What follows belongs to an exercise in optimizing a design on an open flow for a short achievable clock period and few clock cycles; a production flow would make more cautious choices. Function not checked in this run: the RTL went through the layout flow alone. Power and IR drop assume default switching activity.

File: flow/constraint.sdc
create_clock -name core_clock -period 11.0 [get_ports {clk_i}]
set_input_delay 2.2000 -clock core_clock [delete_from_list [all_inputs] [get_ports {clk_i}]]
set_output_delay 2.2000 -clock core_clock [all_outputs]
set_load 0.01 [all_outputs]
File: flow/design.v
`timescale 1ns/1ps
package rtos_cfg_pkg;
    localparam int XLEN       = 32;   
    localparam int ADDR_W     = 32;   
    localparam int TASK_ID_W  = 3;    
    localparam int PRIO_W     = 4;    
    localparam int REG_ADDR_W = 5;    
    localparam int CSR_WORDS   = 2;
    localparam int MEPC_OFS    = 0;   
    localparam int MSTATUS_OFS = 1;
    localparam int WORD_SHIFT  = 2;   
    typedef enum logic [2:0] {
        OP_CREATE  = 3'd0,   
        OP_DELETE  = 3'd1,   
        OP_GET_CUR = 3'd2    
    } cust_op_e;
    function automatic integer frame_words(input integer num_cold);
        frame_words = num_cold + CSR_WORDS;
    endfunction
endpackage
`timescale 1ns/1ps
package rtos_if_pkg;
    localparam int XLEN       = 32;
    localparam int ADDR_W     = 32;
    localparam int TASK_ID_W  = 3;
    localparam int PRIO_W     = 4;
    localparam int REG_ADDR_W = 5;
    typedef struct packed {
        logic [XLEN-1:0] mepc;
        logic [XLEN-1:0] mstatus;
    } trap_csr_t;
    typedef struct packed {
        logic [2:0]                         funct3;   
        logic [TASK_ID_W-1:0] id;     
        logic [PRIO_W-1:0]    prio;   
    } cust_inst_t;
    typedef struct packed {
        logic [ADDR_W-1:0] addr;    
        logic [XLEN-1:0]   wdata;   
        logic                            we;
    } mem_req_t;
    typedef struct packed {
        logic [REG_ADDR_W-1:0] addr;
        logic [XLEN-1:0]       data;
    } rf_wr_t;
endpackage
`timescale 1ns/1ps
module cold_regfile #(
    parameter int NUM_COLD_REGS = 8
) (
    input  logic                                clk_i,
    input  logic                                rst_n_i,
    input  logic [rtos_cfg_pkg::REG_ADDR_W-1:0] raddr_i,
    output logic [rtos_cfg_pkg::XLEN-1:0]       rdata_o,
    input  rtos_if_pkg::rf_wr_t                 wr_i,
    input  logic                                we_i,
    input  logic [rtos_cfg_pkg::REG_ADDR_W-1:0] ctl_raddr_i,
    output logic [rtos_cfg_pkg::XLEN-1:0]       ctl_rdata_o,
    input  rtos_if_pkg::rf_wr_t                 ctl_wr_i,
    input  logic                                ctl_we_i,
    input  logic                                busy_i
);
    localparam int RIDX_W = $clog2(NUM_COLD_REGS);
    logic [rtos_cfg_pkg::XLEN-1:0] regs_q [NUM_COLD_REGS];
    assign rdata_o     = (int'(raddr_i) < NUM_COLD_REGS) ? regs_q[raddr_i[RIDX_W-1:0]] : '0;
    assign ctl_rdata_o = (int'(ctl_raddr_i) < NUM_COLD_REGS) ?
                         regs_q[ctl_raddr_i[RIDX_W-1:0]] : '0;
    always_ff @(posedge clk_i) begin
        if (!rst_n_i) begin
            for (int i = 0; i < NUM_COLD_REGS; i++) begin
                regs_q[i] <= '0;
            end
        end else begin
            if (we_i && !busy_i && int'(wr_i.addr) < NUM_COLD_REGS) begin   
                regs_q[wr_i.addr[RIDX_W-1:0]] <= wr_i.data;
            end
            if (ctl_we_i && int'(ctl_wr_i.addr) < NUM_COLD_REGS) begin
                regs_q[ctl_wr_i.addr[RIDX_W-1:0]] <= ctl_wr_i.data;
            end
        end
    end
endmodule
`timescale 1ns/1ps
module task_sched #(
    parameter int NUM_TASKS = 8
) (
    input  logic                               clk_i,
    input  logic                               rst_n_i,
    input  logic                               inst_en_i,
    input  rtos_if_pkg::cust_inst_t            inst_i,
    output logic [rtos_cfg_pkg::XLEN-1:0]      inst_rd_o,
    output logic                               inst_done_o,
    input  logic [rtos_cfg_pkg::TASK_ID_W-1:0] cur_id_i,
    input  logic                               sel_go_i,
    output logic                               sel_done_o,
    output logic [rtos_cfg_pkg::TASK_ID_W-1:0] next_id_o
);
    logic [NUM_TASKS-1:0] vld_q;              
    logic [rtos_cfg_pkg::PRIO_W-1:0]    prio_q [NUM_TASKS];
    logic                 id_ok;              
    logic                 best_hit;
    logic [rtos_cfg_pkg::TASK_ID_W-1:0] best_id;
    logic [rtos_cfg_pkg::PRIO_W-1:0]    best_prio;
    assign id_ok = int'(inst_i.id) < NUM_TASKS;
    always_ff @(posedge clk_i) begin
        if (!rst_n_i) begin
            vld_q       <= '0;
            inst_done_o <= 1'b0;
            sel_done_o  <= 1'b0;
        end else begin
            inst_done_o <= inst_en_i;   
            sel_done_o  <= sel_go_i;
            if (inst_en_i && id_ok) begin
                if (inst_i.funct3 == rtos_cfg_pkg::OP_CREATE) vld_q[inst_i.id] <= 1'b1;
                if (inst_i.funct3 == rtos_cfg_pkg::OP_DELETE) vld_q[inst_i.id] <= 1'b0;
            end
        end
    end
    always_ff @(posedge clk_i) begin
        if (inst_en_i) begin
            inst_rd_o <= '0;
            case (inst_i.funct3)
                rtos_cfg_pkg::OP_CREATE: begin
                    if (id_ok) begin
                        prio_q[inst_i.id] <= inst_i.prio;
                        inst_rd_o         <= rtos_cfg_pkg::XLEN'(1);
                    end
                end
                rtos_cfg_pkg::OP_GET_CUR: inst_rd_o <= rtos_cfg_pkg::XLEN'(cur_id_i);
                default: inst_rd_o <= '0;   
            endcase
        end
        if (sel_go_i) next_id_o <= best_id;
    end
    always_comb begin
        best_hit  = 1'b0;
        best_id   = cur_id_i;   
        best_prio = '0;
        for (int i = 0; i < NUM_TASKS; i++) begin
            if (vld_q[i] && (!best_hit || prio_q[i] > best_prio)) begin
                best_hit  = 1'b1;
                best_id   = rtos_cfg_pkg::TASK_ID_W'(i);
                best_prio = prio_q[i];
            end
        end
    end
endmodule
`timescale 1ns/1ps
module ctx_mem_port #(
    parameter int  NUM_COLD_REGS = 8,
    localparam int FRAME_WORDS   = rtos_cfg_pkg::frame_words(NUM_COLD_REGS),
    localparam int IDX_W         = $clog2(FRAME_WORDS)
) (
    input  logic                               clk_i,
    input  logic                               rst_n_i,
    input  logic                               word_go_i,
    input  logic                               word_we_i,
    input  logic [IDX_W-1:0]                   word_idx_i,
    input  logic [rtos_cfg_pkg::TASK_ID_W-1:0] word_task_i,
    input  logic [rtos_cfg_pkg::XLEN-1:0]      word_wdata_i,
    output logic                               word_done_o,
    output logic [rtos_cfg_pkg::XLEN-1:0]      word_rdata_o,
    output rtos_if_pkg::mem_req_t              mem_req_o,
    output logic                               mem_valid_o,
    input  logic                               mem_ready_i,
    input  logic                               mem_rvalid_i,
    input  logic [rtos_cfg_pkg::XLEN-1:0]      mem_rdata_i
);
    typedef enum logic [1:0] {P_IDLE, P_REQ, P_RESP} port_st_e;
    port_st_e          st_q;
    logic [rtos_cfg_pkg::ADDR_W-1:0] word_addr;
    logic              rd_ret;   
    assign word_addr = (rtos_cfg_pkg::ADDR_W'(word_task_i) * rtos_cfg_pkg::ADDR_W'(FRAME_WORDS) + rtos_cfg_pkg::ADDR_W'(word_idx_i))
                       << rtos_cfg_pkg::WORD_SHIFT;
    assign mem_valid_o = (st_q == P_REQ);
    assign rd_ret = mem_rvalid_i &&
                    (st_q == P_RESP || (st_q == P_REQ && mem_ready_i && !mem_req_o.we));
    always_ff @(posedge clk_i) begin
        if (!rst_n_i) begin
            st_q        <= P_IDLE;
            word_done_o <= 1'b0;
        end else begin
            word_done_o <= 1'b0;
            case (st_q)
                P_IDLE: if (word_go_i) st_q <= P_REQ;
                P_REQ: begin
                    if (mem_ready_i) begin
                        st_q        <= (mem_req_o.we || rd_ret) ? P_IDLE : P_RESP;
                        word_done_o <= mem_req_o.we || rd_ret;   
                    end
                end
                P_RESP: begin
                    if (rd_ret) begin
                        st_q        <= P_IDLE;
                        word_done_o <= 1'b1;
                    end
                end
                default: st_q <= P_IDLE;
            endcase
        end
    end
    always_ff @(posedge clk_i) begin
        if (st_q == P_IDLE && word_go_i) begin
            mem_req_o.addr  <= word_addr;
            mem_req_o.wdata <= word_wdata_i;
            mem_req_o.we    <= word_we_i;
        end
        if (rd_ret) word_rdata_o <= mem_rdata_i;
    end
endmodule
`timescale 1ns/1ps
module ctx_ctrl #(
    parameter int  NUM_COLD_REGS = 8,
    localparam int FRAME_WORDS   = rtos_cfg_pkg::frame_words(NUM_COLD_REGS),
    localparam int IDX_W         = $clog2(FRAME_WORDS)
) (
    input  logic                                clk_i,
    input  logic                                rst_n_i,
    input  logic                                trap_i,
    input  rtos_if_pkg::trap_csr_t              trap_csr_i,
    output logic                                busy_o,
    output rtos_if_pkg::trap_csr_t              restore_o,
    output logic                                restore_valid_o,
    output logic [rtos_cfg_pkg::TASK_ID_W-1:0]  cur_id_o,
    input  logic [rtos_cfg_pkg::TASK_ID_W-1:0]  next_id_i,
    output logic                                sel_go_o,
    input  logic                                sel_done_i,
    output logic                                word_go_o,
    output logic                                word_we_o,
    output logic [IDX_W-1:0]                    word_idx_o,
    output logic [rtos_cfg_pkg::TASK_ID_W-1:0]  word_task_o,
    output logic [rtos_cfg_pkg::XLEN-1:0]       word_wdata_o,
    input  logic                                word_done_i,
    input  logic [rtos_cfg_pkg::XLEN-1:0]       word_rdata_i,
    output logic [rtos_cfg_pkg::REG_ADDR_W-1:0] rf_raddr_o,
    input  logic [rtos_cfg_pkg::XLEN-1:0]       rf_rdata_i,
    output rtos_if_pkg::rf_wr_t                 rf_wr_o,
    output logic                                rf_we_o
);
    typedef enum logic [2:0] {IDLE, SAVE, SELECT, LOAD, DONE} ctx_st_e;
    localparam logic [IDX_W-1:0] LAST_IDX = IDX_W'(FRAME_WORDS - 1);
    ctx_st_e              st_q;
    logic                 wait_q;     
    logic [IDX_W-1:0]     idx_q;      
    logic [rtos_cfg_pkg::TASK_ID_W-1:0] cur_id_q;
    logic [rtos_cfg_pkg::TASK_ID_W-1:0] nxt_id_q;   
    rtos_if_pkg::trap_csr_t            csr_q;      
    rtos_if_pkg::trap_csr_t            restore_q;
    logic                 accept;
    logic                 is_cold;    
    logic                 is_mepc;
    logic                 is_mstat;
    logic                 last_word;
    assign busy_o          = (st_q == SAVE || st_q == SELECT || st_q == LOAD);   
    assign restore_valid_o = (st_q == DONE);
    assign restore_o       = restore_q;
    assign cur_id_o        = cur_id_q;
    assign accept          = trap_i && !busy_o;
    assign is_cold   = int'(idx_q) < NUM_COLD_REGS;
    assign is_mepc   = int'(idx_q) == NUM_COLD_REGS + rtos_cfg_pkg::MEPC_OFS;
    assign is_mstat  = int'(idx_q) == NUM_COLD_REGS + rtos_cfg_pkg::MSTATUS_OFS;
    assign last_word = (idx_q == LAST_IDX);
    assign word_go_o    = (st_q == SAVE || st_q == LOAD) && !wait_q;
    assign word_we_o    = (st_q == SAVE);
    assign word_idx_o   = idx_q;
    assign word_task_o  = (st_q == SAVE) ? cur_id_q : nxt_id_q;
    assign word_wdata_o = is_cold ? rf_rdata_i : (is_mepc ? csr_q.mepc : csr_q.mstatus);
    assign sel_go_o     = (st_q == SELECT) && !wait_q;
    assign rf_raddr_o   = rtos_cfg_pkg::REG_ADDR_W'(idx_q);
    assign rf_wr_o.addr = rtos_cfg_pkg::REG_ADDR_W'(idx_q);
    assign rf_wr_o.data = word_rdata_i;
    assign rf_we_o      = (st_q == LOAD) && word_done_i && is_cold;
    always_ff @(posedge clk_i) begin
        if (!rst_n_i) begin
            st_q     <= IDLE;
            wait_q   <= 1'b0;
            idx_q    <= '0;
            cur_id_q <= '0;
        end else begin
            case (st_q)
                IDLE, DONE: begin
                    st_q   <= accept ? SAVE : IDLE;   
                    idx_q  <= '0;
                    wait_q <= 1'b0;
                end
                SAVE, LOAD: begin
                    if (word_go_o) wait_q <= 1'b1;
                    if (word_done_i) begin
                        wait_q <= 1'b0;
                        idx_q  <= last_word ? '0 : idx_q + 1'b1;
                        if (last_word) begin
                            st_q <= (st_q == SAVE) ? SELECT : DONE;
                            if (st_q == LOAD) cur_id_q <= nxt_id_q;   
                        end
                    end
                end
                SELECT: begin
                    if (sel_go_o) wait_q <= 1'b1;
                    if (sel_done_i) begin
                        wait_q <= 1'b0;
                        st_q   <= LOAD;
                    end
                end
                default: st_q <= IDLE;
            endcase
        end
    end
    always_ff @(posedge clk_i) begin
        if (accept) csr_q <= trap_csr_i;
        if (sel_done_i) nxt_id_q <= next_id_i;
        if (st_q == LOAD && word_done_i) begin
            if (is_mepc) restore_q.mepc <= word_rdata_i;
            if (is_mstat) restore_q.mstatus <= word_rdata_i;
        end
    end
endmodule
`timescale 1ns/1ps
module rtos_ctx_top #(
    parameter int NUM_TASKS     = 8,
    parameter int NUM_COLD_REGS = 8
) (
    input  logic                                clk_i,
    input  logic                                rst_n_i,
    input  logic [rtos_cfg_pkg::REG_ADDR_W-1:0] raddr_i,
    output logic [rtos_cfg_pkg::XLEN-1:0]       rdata_o,
    input  rtos_if_pkg::rf_wr_t                 wr_i,
    input  logic                                we_i,
    input  logic                                trap_i,
    input  rtos_if_pkg::trap_csr_t              trap_csr_i,
    input  logic                                mret_i,
    output logic                                mret_ready_o,
    output logic                                busy_o,
    output rtos_if_pkg::trap_csr_t              restore_o,
    output logic                                restore_valid_o,
    input  logic                                inst_en_i,
    input  rtos_if_pkg::cust_inst_t             inst_i,
    output logic [rtos_cfg_pkg::XLEN-1:0]       inst_rd_o,
    output logic                                inst_done_o,
    output rtos_if_pkg::mem_req_t               mem_req_o,
    output logic                                mem_valid_o,
    input  logic                                mem_ready_i,
    input  logic                                mem_rvalid_i,
    input  logic [rtos_cfg_pkg::XLEN-1:0]       mem_rdata_i
);
    localparam int IDX_W = $clog2(rtos_cfg_pkg::frame_words(NUM_COLD_REGS));
    logic [rtos_cfg_pkg::TASK_ID_W-1:0]  cur_id;
    logic [rtos_cfg_pkg::TASK_ID_W-1:0]  next_id;
    logic                  sel_go;
    logic                  sel_done;
    logic                  word_go;
    logic                  word_we;
    logic [IDX_W-1:0]      word_idx;
    logic [rtos_cfg_pkg::TASK_ID_W-1:0]  word_task;
    logic [rtos_cfg_pkg::XLEN-1:0]       word_wdata;
    logic                  word_done;
    logic [rtos_cfg_pkg::XLEN-1:0]       word_rdata;
    logic [rtos_cfg_pkg::REG_ADDR_W-1:0] rf_raddr;
    logic [rtos_cfg_pkg::XLEN-1:0]       rf_rdata;
    rtos_if_pkg::rf_wr_t                rf_wr;
    logic                  rf_we;
    assign mret_ready_o = ~busy_o;   
    ctx_ctrl #(.NUM_COLD_REGS(NUM_COLD_REGS)) ctrl0 (
        .clk_i, .rst_n_i, .trap_i, .trap_csr_i, .busy_o, .restore_o, .restore_valid_o,
        .cur_id_o(cur_id), .next_id_i(next_id), .sel_go_o(sel_go), .sel_done_i(sel_done),
        .word_go_o(word_go), .word_we_o(word_we), .word_idx_o(word_idx),
        .word_task_o(word_task), .word_wdata_o(word_wdata), .word_done_i(word_done),
        .word_rdata_i(word_rdata), .rf_raddr_o(rf_raddr), .rf_rdata_i(rf_rdata),
        .rf_wr_o(rf_wr), .rf_we_o(rf_we)
    );
    task_sched #(.NUM_TASKS(NUM_TASKS)) sched0 (
        .clk_i, .rst_n_i, .inst_en_i, .inst_i, .inst_rd_o, .inst_done_o,
        .cur_id_i(cur_id), .sel_go_i(sel_go), .sel_done_o(sel_done), .next_id_o(next_id)
    );
    cold_regfile #(.NUM_COLD_REGS(NUM_COLD_REGS)) rf0 (
        .clk_i, .rst_n_i, .raddr_i, .rdata_o, .wr_i, .we_i,
        .ctl_raddr_i(rf_raddr), .ctl_rdata_o(rf_rdata), .ctl_wr_i(rf_wr), .ctl_we_i(rf_we),
        .busy_i(busy_o)
    );
    ctx_mem_port #(.NUM_COLD_REGS(NUM_COLD_REGS)) mem0 (
        .clk_i, .rst_n_i, .word_go_i(word_go), .word_we_i(word_we), .word_idx_i(word_idx),
        .word_task_i(word_task), .word_wdata_i(word_wdata), .word_done_o(word_done),
        .word_rdata_o(word_rdata), .mem_req_o, .mem_valid_o, .mem_ready_i, .mem_rvalid_i,
        .mem_rdata_i
    );
endmodule
`timescale 1ns/1ps
module rtos_ctx (
    input  logic        clk_i,
    input  logic        rst_n_i,
    input  logic [4:0]  raddr_i,
    output logic [31:0] rdata_o,
    input  logic [4:0]  wr_addr_i,
    input  logic [31:0] wr_data_i,
    input  logic        we_i,
    input  logic        trap_i,
    input  logic [31:0] trap_mepc_i,
    input  logic [31:0] trap_mstatus_i,
    input  logic        mret_i,
    output logic        mret_ready_o,
    output logic        busy_o,
    output logic [31:0] restore_mepc_o,
    output logic [31:0] restore_mstatus_o,
    output logic        restore_valid_o,
    input  logic        inst_en_i,
    input  logic [2:0]  inst_funct3_i,
    input  logic [2:0]  inst_id_i,
    input  logic [3:0]  inst_prio_i,
    output logic [31:0] inst_rd_o,
    output logic        inst_done_o,
    output logic [31:0] mem_addr_o,
    output logic [31:0] mem_wdata_o,
    output logic        mem_we_o,
    output logic        mem_valid_o,
    input  logic        mem_ready_i,
    input  logic        mem_rvalid_i,
    input  logic [31:0] mem_rdata_i
);
    localparam int NT = 8;    
    localparam int NC = 8;    
    localparam int FW = 10;   
    logic [31:0] regs_q [NC];
    logic [NT-1:0] vld_q;
    logic [3:0]  prio_q [NT];
    logic [2:0]  cur_q;         
    logic [2:0]  nxt_q;         
    logic        busy_q;
    logic        rv_q;          
    logic        same_q;        
    logic [FW-1:0] wsel_q;      
    logic [FW-1:0] rsel_q;      
    logic        inst_done_q;
    logic [2:0]  inst_rd_q;
    logic        mvalid_q;
    logic        mwe_q;
    logic [6:0]  maddr_q;       
    logic [31:0] mwdata_q;
    logic [31:0] rmepc_q;       
    logic [31:0] rmstatus_q;
    assign rdata_o           = (raddr_i[4:3] == 2'b00) ? regs_q[raddr_i[2:0]] : 32'd0;
    assign busy_o            = busy_q;
    assign mret_ready_o      = ~busy_q;
    assign restore_valid_o   = rv_q;
    assign restore_mepc_o    = rmepc_q;
    assign restore_mstatus_o = rmstatus_q;
    assign inst_done_o       = inst_done_q;
    assign inst_rd_o         = {29'd0, inst_rd_q};
    assign mem_valid_o       = mvalid_q;
    assign mem_we_o          = mwe_q;
    assign mem_addr_o        = {23'd0, maddr_q, 2'b00};
    assign mem_wdata_o       = mwdata_q;
    logic [4:0] key [NT];
    logic [4:0] k1 [4];
    logic [2:0] i1 [4];
    logic [4:0] k2 [2];
    logic [2:0] i2 [2];
    logic [4:0] k3;
    logic [2:0] i3;
    logic [2:0] best_id;
    always_comb begin
        for (int t = 0; t < NT; t++) key[t] = vld_q[t] ? {1'b1, prio_q[t]} : 5'd0;
        for (int p = 0; p < 4; p++) begin
            if (key[2*p] >= key[2*p+1]) begin
                k1[p] = key[2*p];   i1[p] = 3'(2*p);
            end else begin
                k1[p] = key[2*p+1]; i1[p] = 3'(2*p+1);
            end
        end
        for (int p = 0; p < 2; p++) begin
            if (k1[2*p] >= k1[2*p+1]) begin
                k2[p] = k1[2*p];   i2[p] = i1[2*p];
            end else begin
                k2[p] = k1[2*p+1]; i2[p] = i1[2*p+1];
            end
        end
        if (k2[0] >= k2[1]) begin
            k3 = k2[0]; i3 = i2[0];
        end else begin
            k3 = k2[1]; i3 = i2[1];
        end
        best_id = k3[4] ? i3 : cur_q;   
    end
    logic accept;
    logic xfer;
    logic rd_ret;
    logic wr_last;
    logic rd_last;
    logic [31:0] wd0;           
    logic [31:0] wnext;         
    assign accept  = trap_i && !busy_q;
    assign xfer    = mvalid_q && mem_ready_i;
    assign rd_ret  = busy_q && !mwe_q && mem_rvalid_i;
    assign wr_last = wsel_q[FW-1];
    assign rd_last = rsel_q[FW-1];
    assign wd0     = (we_i && wr_addr_i == 5'd0) ? wr_data_i : regs_q[0];
    always_comb begin
        wnext = '0;
        for (int w = 0; w < NC - 1; w++) if (wsel_q[w]) wnext = wnext | regs_q[w+1];
        if (wsel_q[NC-1]) wnext = wnext | rmepc_q;
        if (wsel_q[NC])   wnext = wnext | rmstatus_q;
    end
    always_ff @(posedge clk_i) begin
        if (!rst_n_i) begin
            busy_q      <= 1'b0;
            rv_q        <= 1'b0;
            mvalid_q    <= 1'b0;
            cur_q       <= '0;
            vld_q       <= '0;
            inst_done_q <= 1'b0;
        end else begin
            rv_q        <= 1'b0;
            inst_done_q <= inst_en_i;
            if (inst_en_i) begin
                if (inst_funct3_i == 3'd0) vld_q[inst_id_i] <= 1'b1;
                if (inst_funct3_i == 3'd1) vld_q[inst_id_i] <= 1'b0;
            end
            if (accept) begin
                busy_q   <= 1'b1;
                mvalid_q <= 1'b1;
            end else if (busy_q) begin
                if (mwe_q) begin
                    if (xfer && wr_last) begin
                        if (same_q) begin
                            busy_q   <= 1'b0;
                            rv_q     <= 1'b1;
                            mvalid_q <= 1'b0;
                        end
                    end
                end else begin
                    if (xfer && wr_last) mvalid_q <= 1'b0;
                    if (rd_ret && rd_last) begin
                        busy_q <= 1'b0;
                        rv_q   <= 1'b1;
                        cur_q  <= nxt_q;
                    end
                end
            end
        end
    end
    always_ff @(posedge clk_i) begin
        if (inst_en_i) begin
            if (inst_funct3_i == 3'd0) prio_q[inst_id_i] <= inst_prio_i;
            inst_rd_q <= (inst_funct3_i == 3'd0) ? 3'd1 :
                         (inst_funct3_i == 3'd2) ? cur_q : 3'd0;
        end
        if (accept) begin
            nxt_q      <= best_id;
            same_q     <= (best_id == cur_q);
            mwe_q      <= 1'b1;
            maddr_q    <= 7'(cur_q) * 7'(FW);
            mwdata_q   <= wd0;
            wsel_q     <= FW'(1);
            rsel_q     <= FW'(1);
            rmepc_q    <= trap_mepc_i;
            rmstatus_q <= trap_mstatus_i;
        end else if (busy_q) begin
            if (xfer) begin
                wsel_q   <= {wsel_q[FW-2:0], wsel_q[FW-1]};
                mwdata_q <= wnext;
                if (mwe_q && wr_last) begin
                    mwe_q   <= 1'b0;
                    maddr_q <= 7'(nxt_q) * 7'(FW);
                end else begin
                    maddr_q <= maddr_q + 7'd1;
                end
            end
            if (rd_ret) begin
                rsel_q <= {rsel_q[FW-2:0], rsel_q[FW-1]};
                if (rsel_q[FW-2]) rmepc_q    <= mem_rdata_i;
                if (rsel_q[FW-1]) rmstatus_q <= mem_rdata_i;
            end
        end
    end
    always_ff @(posedge clk_i) begin
        for (int r = 0; r < NC; r++) begin
            if (!rst_n_i) regs_q[r] <= '0;
            else if (rd_ret && rsel_q[r]) regs_q[r] <= mem_rdata_i;
            else if (!busy_q && we_i && wr_addr_i == 5'(r)) regs_q[r] <= wr_data_i;
        end
    end
endmodule
File: flow/config.mk
export PLATFORM = sky130hd
export DESIGN_NAME = rtos_ctx
export DESIGN_NICKNAME = rtos_ctx
export VERILOG_FILES = /design/flow/design.v
export SDC_FILE = /design/flow/constraint.sdc
export NUM_CORES = 4
export LEC_CHECK = 0
export ABC_CLOCK_PERIOD_IN_PS = 5000
export CAP_MARGIN = 20
export CORE_MARGIN = 2
export CORE_UTILIZATION = 40
export SETUP_SLACK_MARGIN = 5
export SLEW_MARGIN = 20
export TNS_END_PERCENT = 100
File: flow/run.sh
#!/bin/bash
# synth_recipe.tcl (not shown) runs the flow's synth.tcl, then flattens the netlist and writes it again
# the make line also repeats each setting of config.mk as NAME=value (left out here)
make -C /OpenROAD-flow-scripts/flow DESIGN_CONFIG=/design/flow/config.mk WORK_HOME=/design/flow/orfs CLKGATE_MAP_FILE= SYNTH_SCRIPT=/design/flow/synth_recipe.tcl finish
==> flow_metrics.py <==
metrics = {
    "timing": {
        "hold_viol_final": 0,
        "tightest_slew_ps": 1270,
        "fmax_mhz": 164,
        "fin_setup_tns_ps": 0,
        "setup_viol": 0,
        "rsz0062_at_grt": "true",
        "finalClockSkew_ps": 26.4,
        "fin_crit_ps": 6090,
        "drv_slew": 0,
        "fin_ws_ps": 4910,
        "max_slew_margin_pct": 15.2,
        "post-route-period-util_pct": 55.4,
    },
    "floorplan": {
        "die_h_um": 248,
        "die_w_um": 248,
        "dieArea_um2": 61700,
        "io_pins": 354,
        "fp.coreArea_um2": 59000,
        "rows": 89,
        "initial_utilization_pct": 40.4,
    },
    "routing": {
        "first_iter_violations": 3625,
        "drt-wirelength-per-cell_um": 27.4,
        "top_layer": "met5",
        "wl_met3_mm": 12.5,
        "antenna_left": 0,
        "met1_length_mm": 39.0,
        "viasPerCell": 6.43,
        "route.final.wire_length_mm": 105,
        "wl_met2_mm": 47.5,
        "route.detailed.drc": 0,
        "firstDrtPassIters": 10,
        "vias": 24700,
    },
    "grt": {
        "globalRoute.totalOverflow": 0,
        "grt_max_degree": 115,
        "grt_pass1_wl_mm": 152,
        "track_usage_pct": 33.0,
        "antenna_found_initial": 4,
        "grt_pass1_vias": 23700,
    },
    "clocking": {
        "clock_path_buffers": 3,
        "htreeDepth": 2,
        "numCtsBuffers": 50,
        "cts_hold_buf": 0,
        "cts-root-buf": "clkbuf_16",
        "tritoncts": "done",
        "cts.clk_slew.worst_paths_ps": 60,
        "insertion_delay_ps": 620,
        "cts.sinks": 434,
    },
    "critical_path": {
        "criticalPathCategory": "input pin to primary output",
        "crit_required_ps": 8800,
        "end_kind": "primary output",
        "worstPathArrival_ps": 3890,
        "max_stage_delay_ps": 500,
        "crit_fanout": 8,
        "critPathLaunchType": "input pin",
        "cpMaxStageDelayCell": "or3_4",
        "cp_cell_sequence": "buf_8 -> buf_16 -> or3_4 -> buf_4 -> o21ai_1 -> nor2_2 -> clkdlybuf4s50_1",
        "crit_start": "raddr_i[2]",
        "r2r_start": "vld_q[7]",
    },
    "logic_synthesis": {
        "syn_inst": 2913,
        "synth-seq-cells": 434,
        "synth-edff-count": 141,
        "synth-main-ff-cell": "dfxtp_1",
        "ys_seq_area_share_pct": 42.3,
        "syn_area_per_cell_um2": 8.19,
        "synthArstFlopShare_pct": 0,
        "ys_warn_count": 7,
        "syn-cell-area_um2": 23900,
        "yosysUniqueCellTypes": 72,
    },
    "final_layout": {
        "fillers": 5537,
        "layout-drive-gt1-share_pct": 8.87,
        "syn_to_final_growth_pct": 23.0,
        "fin_nets": 3226,
    },
    "place": {
        "place_congestion": 0.866,
        "dp_slack_ps": 3380,
        "hpwl_mm": 56.8,
        "io_buffers": 298,
    },
    "worst_hold_path": {
        "min_path_type": "flip-flop to flip-flop",
        "hp-start": "rsel_q[8]",
    },
    "power_and_ir_drop": {
        "irDropWorstVdd_v": 0.000117,
        "p_per_area_nw_per_um2": 134,
        "leakagePower_nw": 10.7,
    },
    "status": {
        "status": "timing/DRC/antenna clean",
    },
    "flow_run": {
        "max_cap_viol_count": 0,
    },
}
-- final timing paths --
kind                 end  slack (ps)  cells past startpoint
max          rdata_o[30]        4910                      7
min            rsel_q[8]         460                      2
max reg2reg       same_q        5320                     22
min reg2reg    rsel_q[8]         460                      2
-- worst max-delay path, delay by kind of cell --
family | cells | cell delay (ps)
AOI/OAI and AO/OA | 1 | 140
and+or+nand+nor | 2 | 570
buffers and inverters | 4 | 960
-- flip-flops by register name, summed over array words and instances, names as in the netlist --
register     flops
regs_q         256
mwdata_q        32
prio_q          32
rmepc_q         32
rmstatus_q      32
rsel_q          10
wsel_q          10
vld_q            8
maddr_q          7
cur_q            3
inst_rd_q        3
nxt_q            3
busy_q           1
inst_done_q      1
mvalid_q         1
mwe_q            1
rv_q             1
same_q           1
-- cell usage in the layout (no fill, tap or decap), types with 12 or more instances in the layout --
master,synthesis,layout
a222oi_1,32,32
a211oi_1,25,23
nor3_1,36,36
nand2_1,537,522
ha_1,43,43
mux2i_1,36,36
o221ai_1,63,63
inv_1,31,31
dfxtp_2,0,14
nand2b_1,15,13
dfxtp_1,293,278
nand3_1,257,255
dlygate4sd2_1,0,23
conb_1,1,54
o21ai_0,71,63
edfxtp_1,141,141
mux4_2,17,17
buf_4,55,59
o22ai_1,12,12
a22o_1,44,44
a21oi_1,86,78
a31oi_1,50,50
a311oi_1,193,193
a22oi_1,64,64
clkbuf_1,273,17
clkbuf_16,0,53
nor2_1,383,373
clkdlybuf4s50_1,0,263
nand2_2,0,13
-- power breakdown --
part | switching (mW) | internal [mW]
combinational | 0.284 | 0.194
sequential | 0.0359 | 1.70
clock | 0.717 | 0.992
-- area by class of cell --
type                       count  area, um^2  area share, %
tap                          773         967           3.30
clock buffer                  76        1470           5.02
multi-input combinational   2128       12500           42.4
clock inverter                16         163          0.554
sequential                   434       10100           34.5
timing repair buffer         379        4020           13.7
antenna                        3        7.51         0.0256
inverter                      34         143          0.486
-- cell families after synthesis --
group / after synthesis / synth area share, %
mux: 63 / 3.60
buf+inv: 406 / 7.38
simple gates: 1269 / 22.2
flops: 434 / 42.3
other cells: 1 / 0.0157
xor+xnor: 9 / 0.330
fa+ha+maj: 44 / 2.30
compound gates: 687 / 21.8
-- synth_stat cells (all sizes together), types with 5 or more instances --
library cell | instances | share of area, %
nor2b | 8 | 0.21
and2 | 11 | 0.31
nand2b | 15 | 0.39
nor3 | 36 | 0.75
a22oi | 64 | 2.0
o221ai | 63 | 2.3
a21oi | 86 | 1.8
a22o | 44 | 1.6
nor2 | 384 | 6.0
nand2 | 537 | 8.4
a211oi | 25 | 0.79
mux4 | 17 | 1.6
and3 | 5 | 0.13
inv | 32 | 0.50
buf | 99 | 2.6
clkbuf | 273 | 4.3
o2bb2ai | 5 | 0.18
o21ai | 79 | 1.7
edfxtp | 141 | 18
dfxtp | 293 | 25
ha | 43 | 2.3
mux2 | 10 | 0.49
a31oi | 50 | 1.3
xor2 | 5 | 0.18
mux2i | 36 | 1.5
a21o | 7 | 0.23
o22ai | 12 | 0.31
a311oi | 193 | 7.1
nand3 | 257 | 5.4
a222oi | 32 | 1.3
-- stage by stage --
stage	power, mW	util, %	hold WS (ps)	std cells	instance area (um^2)
after floorplan	1.99	-	437	2966	24100
after global placement	2.19	45.5	444	3706	26800
after detailed placement	2.20	45.5	450	3706	26800
after CTS	3.92	49.6	458	3834	29300
after global routing	4.03	49.7	503	3841	29300
final	3.93	49.7	459	3843	29400
-- layer usage --
layer  global-route usage, %  up-vias
li1                        -    10800
met1                    41.0    11800
met2                    52.2     1708
met3                    7.98      443
met4                    18.9        2
met5                       0        -
-- what timing repair did --
item / CTS / global route
hold endpoints to repair: 0 / 0
setup endpoints to repair: 32 / 15
buffers inserted: 23 / 6
gates cloned: 13 / 0
resized for setup: 95 / 17
pin swaps: 4 / 2

## afterwards: timing with drivers on the ports
Ports are ideal in the flow. The routed layout listed here was re-timed in OpenROAD.
Step 1 (the two cells are an assumption about what drives the block):
set clk [get_ports {clk_i}]
set_driving_cell -lib_cell sky130_fd_sc_hd__clkbuf_16 $clk
set_driving_cell -lib_cell sky130_fd_sc_hd__buf_2 [delete_from_list [all_inputs] $clk]
Step 2, shift: input delay + t, output delay - t, t = (earliest + latest rising clock arrival at the registers) / 2. This alone moves slack from input paths to output paths.
Three values: ideal, step 1, step 2; two values: the first two.
t, ns: 0.668
slack for setup (ns): 4.911 / 4.750 / 4.750
hold WS [ns]: 0.459 / 0.459 / 0.459
worst register clock-pin slew, ns: 0.06 / 0.06
worst data-port slew with drivers (ns): 0.21
After both steps this run still meets setup and hold. The setup slack of this run moves by -0.161 ns with the drivers and by -0.161 ns with both steps.
